Source: an optimization exercise on an open RTL-to-GDS flow (aim: small area, a short achievable clock period and few clock cycles per item). Production flows keep margins and buffers that such runs may drop. Function was checked by simulation only, so behaviour that the tests miss may differ from the original.

== the previous run ==
Design date_seconds_of_year_converter_unit, start of the top module:
module date_seconds_of_year_converter_unit (
    input  logic                            i_clk,
    input  logic                            i_rst_n,
    input  logic                            i_in_valid,
    output logic                            o_in_ready,
    input  logic                            i_in_mode,
    input  logic [dsoyc_pkg::WYear-1:0]     i_in_year,
    input  logic [dsoyc_pkg::WMonth-1:0]    i_in_month,
    input  logic [dsoyc_pkg::WDay-1:0]      i_in_day,
    input  logic [dsoyc_pkg::WHour-1:0]     i_in_hour,
    input  logic [dsoyc_pkg::WMinute-1:0]   i_in_minute,
    input  logic [dsoyc_pkg::WSecond-1:0]   i_in_second,
    input  logic [dsoyc_pkg::WSeconds-1:0]  i_in_seconds,
    output logic                            o_out_valid,
    input  logic                            i_out_ready,
    output logic [dsoyc_pkg::WSeconds-1:0]  o_out_seconds,
    output logic [dsoyc_pkg::WMonth-1:0]    o_out_month,
    output logic [dsoyc_pkg::WDay-1:0]      o_out_day,
    output logic [dsoyc_pkg::WHour-1:0]     o_out_hour,
    output logic [dsoyc_pkg::WMinute-1:0]   o_out_minute,
    output logic [dsoyc_pkg::WSecond-1:0]   o_out_second,
    output logic                            o_out_range_error
);
For scale: ~1200 cells after synthesis, about 130 flip-flops, ~120 I/O pins, about 13000 um^2 of cells after synthesis.
Settings: LEC_CHECK=0, CAP_MARGIN=20, CORE_MARGIN=2, CORE_UTILIZATION=40, SETUP_SLACK_MARGIN=5, SLEW_MARGIN=20; clock period 9.0 ns.
standard.sh (not shown) runs the stock make flow with config.mk's settings and CLKGATE_MAP_FILE= SYNTH_SCRIPT=/design/flow/synth_recipe.tcl, a recipe that flattens the netlist after the stock synthesis.
==> flow/flow/run.sh <==
#!/bin/bash
# The standard layout with two changes:
#  - the port buffers are sky130_fd_sc_hd__buf_1 cells;
#  - synthesis runs the standard flow's synthesis script with yosys's synth called with -noabc
#    as well (flow/synth.tcl), so the generic abc pass does not restructure the
#    carry-save adders before they are mapped to full and half adder cells.
#    Registers are inferred exactly as in the standard synthesis.
set -euo pipefail
here=$(pwd)
sed -e 's|SETUP_SLACK_MARGIN=5 |SETUP_SLACK_MARGIN=5 BUFFER_PORTS_ARGS="-buffer_cell sky130_fd_sc_hd__buf_1" |' \
    -e "s|SYNTH_SCRIPT=[^ ]*|SYNTH_SCRIPT=$here/flow/synth.tcl|" standard.sh > standard_b.sh
bash standard_b.sh > standard.log 2>&1
==> flow/flow/synth.tcl <==
proc synth {args} { yosys synth -nofsm -noshare -noabc {*}$args }
source $::env(SCRIPTS_DIR)/synth.tcl
# left out here: clear keep_hierarchy, flatten, clean up, hide names made inside functions, write 1_2_yosys.v
Testbench counts of the previous run, summed over its fixed seeds: cycles 24,032, items 24,000.
What the current run does differently from the previous run at the input level:
--- a/flow/design.v
+++ b/flow/design.v
@@ -83,28 +83,28 @@
             4'd5:    offc = 9'd120;
             4'd6:    offc = 9'd151;
             4'd7:    offc = 9'd181;
             4'd8:    offc = 9'd212;
             4'd9:    offc = 9'd243;
             4'd10:   offc = 9'd273;
             4'd11:   offc = 9'd304;
             4'd12:   offc = 9'd334;
             default: offc = 9'd0;
         endcase
     endfunction
     logic r_v1, r_v2, r_v3;
-    logic r_out_valid;
+    logic r_out_valid, r_out_nvalid;
     logic en;
     assign en         = !r_out_valid || i_out_ready;
-    assign o_in_ready = en;
+    assign o_in_ready = r_out_nvalid || i_out_ready;
     logic        r1_mode;
     logic        r1_leap, r1_yerr;
     logic [25:0] r1_pay;
     logic [7:0]  r1_p;
     logic        r2_mode, r2_err, r2_leap;
     logic [25:0] r2_pay;
     logic        r3_mode, r3_err;
     logic [25:0] r3_pay;
     logic [25:0] r_o_f;
     logic        r_o_z0, r_o_z1;
     logic        r_o_err;
     logic [25:0] n1_pay;
@@ -166,75 +166,78 @@
         n3_c[7]  = r2_leap ? (n3_dq > 9'd182) : (n3_dq > 9'd181);
         n3_c[8]  = r2_leap ? (n3_dq > 9'd213) : (n3_dq > 9'd212);
         n3_c[9]  = r2_leap ? (n3_dq > 9'd244) : (n3_dq > 9'd243);
         n3_c[10] = r2_leap ? (n3_dq > 9'd274) : (n3_dq > 9'd273);
         n3_c[11] = r2_leap ? (n3_dq > 9'd305) : (n3_dq > 9'd304);
         n3_c[12] = r2_leap ? (n3_dq > 9'd335) : (n3_dq > 9'd334);
         n3_mon = 4'd0;
         for (int i = 1; i <= 12; i++) begin
             if (n3_c[i]) n3_mon = 4'(i);
         end
         n3_dom  = n3_dq[4:0] - 5'(r2_leap && n3_c[3]);
         n3_pay = r2_mode ? {n3_mon, n3_dom, ~n3_y[9:0], n3_low[6:4], n3_low[3:0]}
-                         : {1'b0, n3_y, n3_tod[6:0]};
+                         : {1'b0, n3_y[17:10], ~n3_y[9:0], n3_tod[6:0]};
     end
     logic        c_mode, c_err;
     logic [25:0] c_pay;
     logic [3:0]  c_mon;
     logic [4:0]  c_dom;
     logic [4:0]  c_day;
     logic [12:0] c_u;
     logic [3:0]  c_low;
     logic [4:0]  c_h;
     logic [10:0] c_tm;
     assign c_mode = r3_mode;
     assign c_err  = r3_err;
     assign c_pay  = r3_pay;
     assign {c_mon, c_dom, c_u, c_low} = c_pay;
     dsoyc_div225 u_div225 (.u(c_u), .q(c_h));
     dsoyc_div15  u_div15  (.v({c_u, c_low[3:2]}), .q(c_tm));
     assign c_day = c_dom - 5'(offc(c_mon));
     always_ff @(posedge i_clk) begin
         if (!i_rst_n) begin
             r_v1        <= 1'b0;
             r_v2        <= 1'b0;
             r_v3        <= 1'b0;
-            r_out_valid <= 1'b0;
+            r_out_valid  <= 1'b0;
+            r_out_nvalid <= 1'b1;
         end else begin
             if (en) begin
                 r_v1        <= i_in_valid;
                 r_v2        <= r_v1;
                 r_v3        <= r_v2;
-                r_out_valid <= r_v3;
+                r_out_valid  <= r_v3;
+                r_out_nvalid <= !r_v3;
             end
         end
     end
     always_ff @(posedge i_clk) begin
         if (en) begin
             r1_mode <= i_in_mode;
             r1_leap <= n1_leap;
             r1_yerr <= n1_yerr;
             r1_pay  <= n1_pay;
             r1_p    <= n1_p;
             r2_mode <= r1_mode;
             r2_err  <= n2_err;
             r2_leap <= r1_mode ? n2_leap : n2_lm;
             r2_pay  <= n2_pay;
             r3_mode <= r2_mode;
             r3_err  <= r2_err;
             r3_pay  <= n3_pay;
             r_o_err <= c_err;
             r_o_z0  <= !c_err && !c_mode;
             r_o_z1  <= !c_err && c_mode;
-            r_o_f   <= c_mode ? {c_mon, c_day, c_h, c_tm[5:0], c_u[1:0], c_low} : c_pay;
+            r_o_f   <= c_mode ? {c_mon, c_day, c_h, c_tm[5:0], c_u[1:0], c_low}
+                              : {c_pay[25:17], ~c_pay[16:7], c_pay[6:0]};
         end
     end
     assign o_out_valid       = r_out_valid;
     assign o_out_seconds     = r_o_f[24:0] & {25{r_o_z0}};
     logic [5:0] o_mi;
     logic [3:0] o_rm;
     assign o_mi = r_o_f[11:6] + {r_o_f[15:12], 2'b00};
     assign o_rm = r_o_f[5:2] + r_o_f[9:6];
     assign {o_out_month, o_out_day, o_out_hour} = r_o_f[25:12] & {14{r_o_z1}};
     assign o_out_minute = o_mi & {6{r_o_z1}};
     assign o_out_second = {o_rm, r_o_f[1:0]} & {6{r_o_z1}};
     assign o_out_range_error = r_o_err;
### Flow results
The fmax of the current run is lower than that of the previous run.
The previous run -> the current run: number of buffers inserted to repair setup after CTS decreased by more than 10%
The run showing the smaller number of logic stages on the critical path including buffering is the current run.
The current run vs. the previous run: global-route wire length before repair went down by about 3.6%.
Compare the current run and the previous run | clock buffer count higher: the previous run
Testbench counts of the current run, summed over its fixed seeds: cycles 24,032, items 24,000.

re-timing with driven ports:
How much do the figures lean on ideal ports? The routed layouts below were timed once more, with nothing changed but the port constraints.
Step 1: set_driving_cell puts a clkbuf_16 on i_clk and a buf_2 on each other input, an assumption about the parent block.
Step 2 also shifts input and output timing later by t, the mid clock arrival at the registers, as if the neighbouring blocks saw the same clock.
Three values: ideal, step 1, step 2; two values: the first two.
run | t (ns) | setup WS [ns] | cell pins on the clock port's net
the previous run | 0.474 | 4.980 / 4.959 / 4.669 | 1
the current run | 0.467 | 4.967 / 4.935 / 4.711 | 1
After both steps setup and hold are still met in every run listed. For the previous run, which loses most, drivers alone change the setup slack by -0.021 ns; drivers and shift together by -0.311 ns.
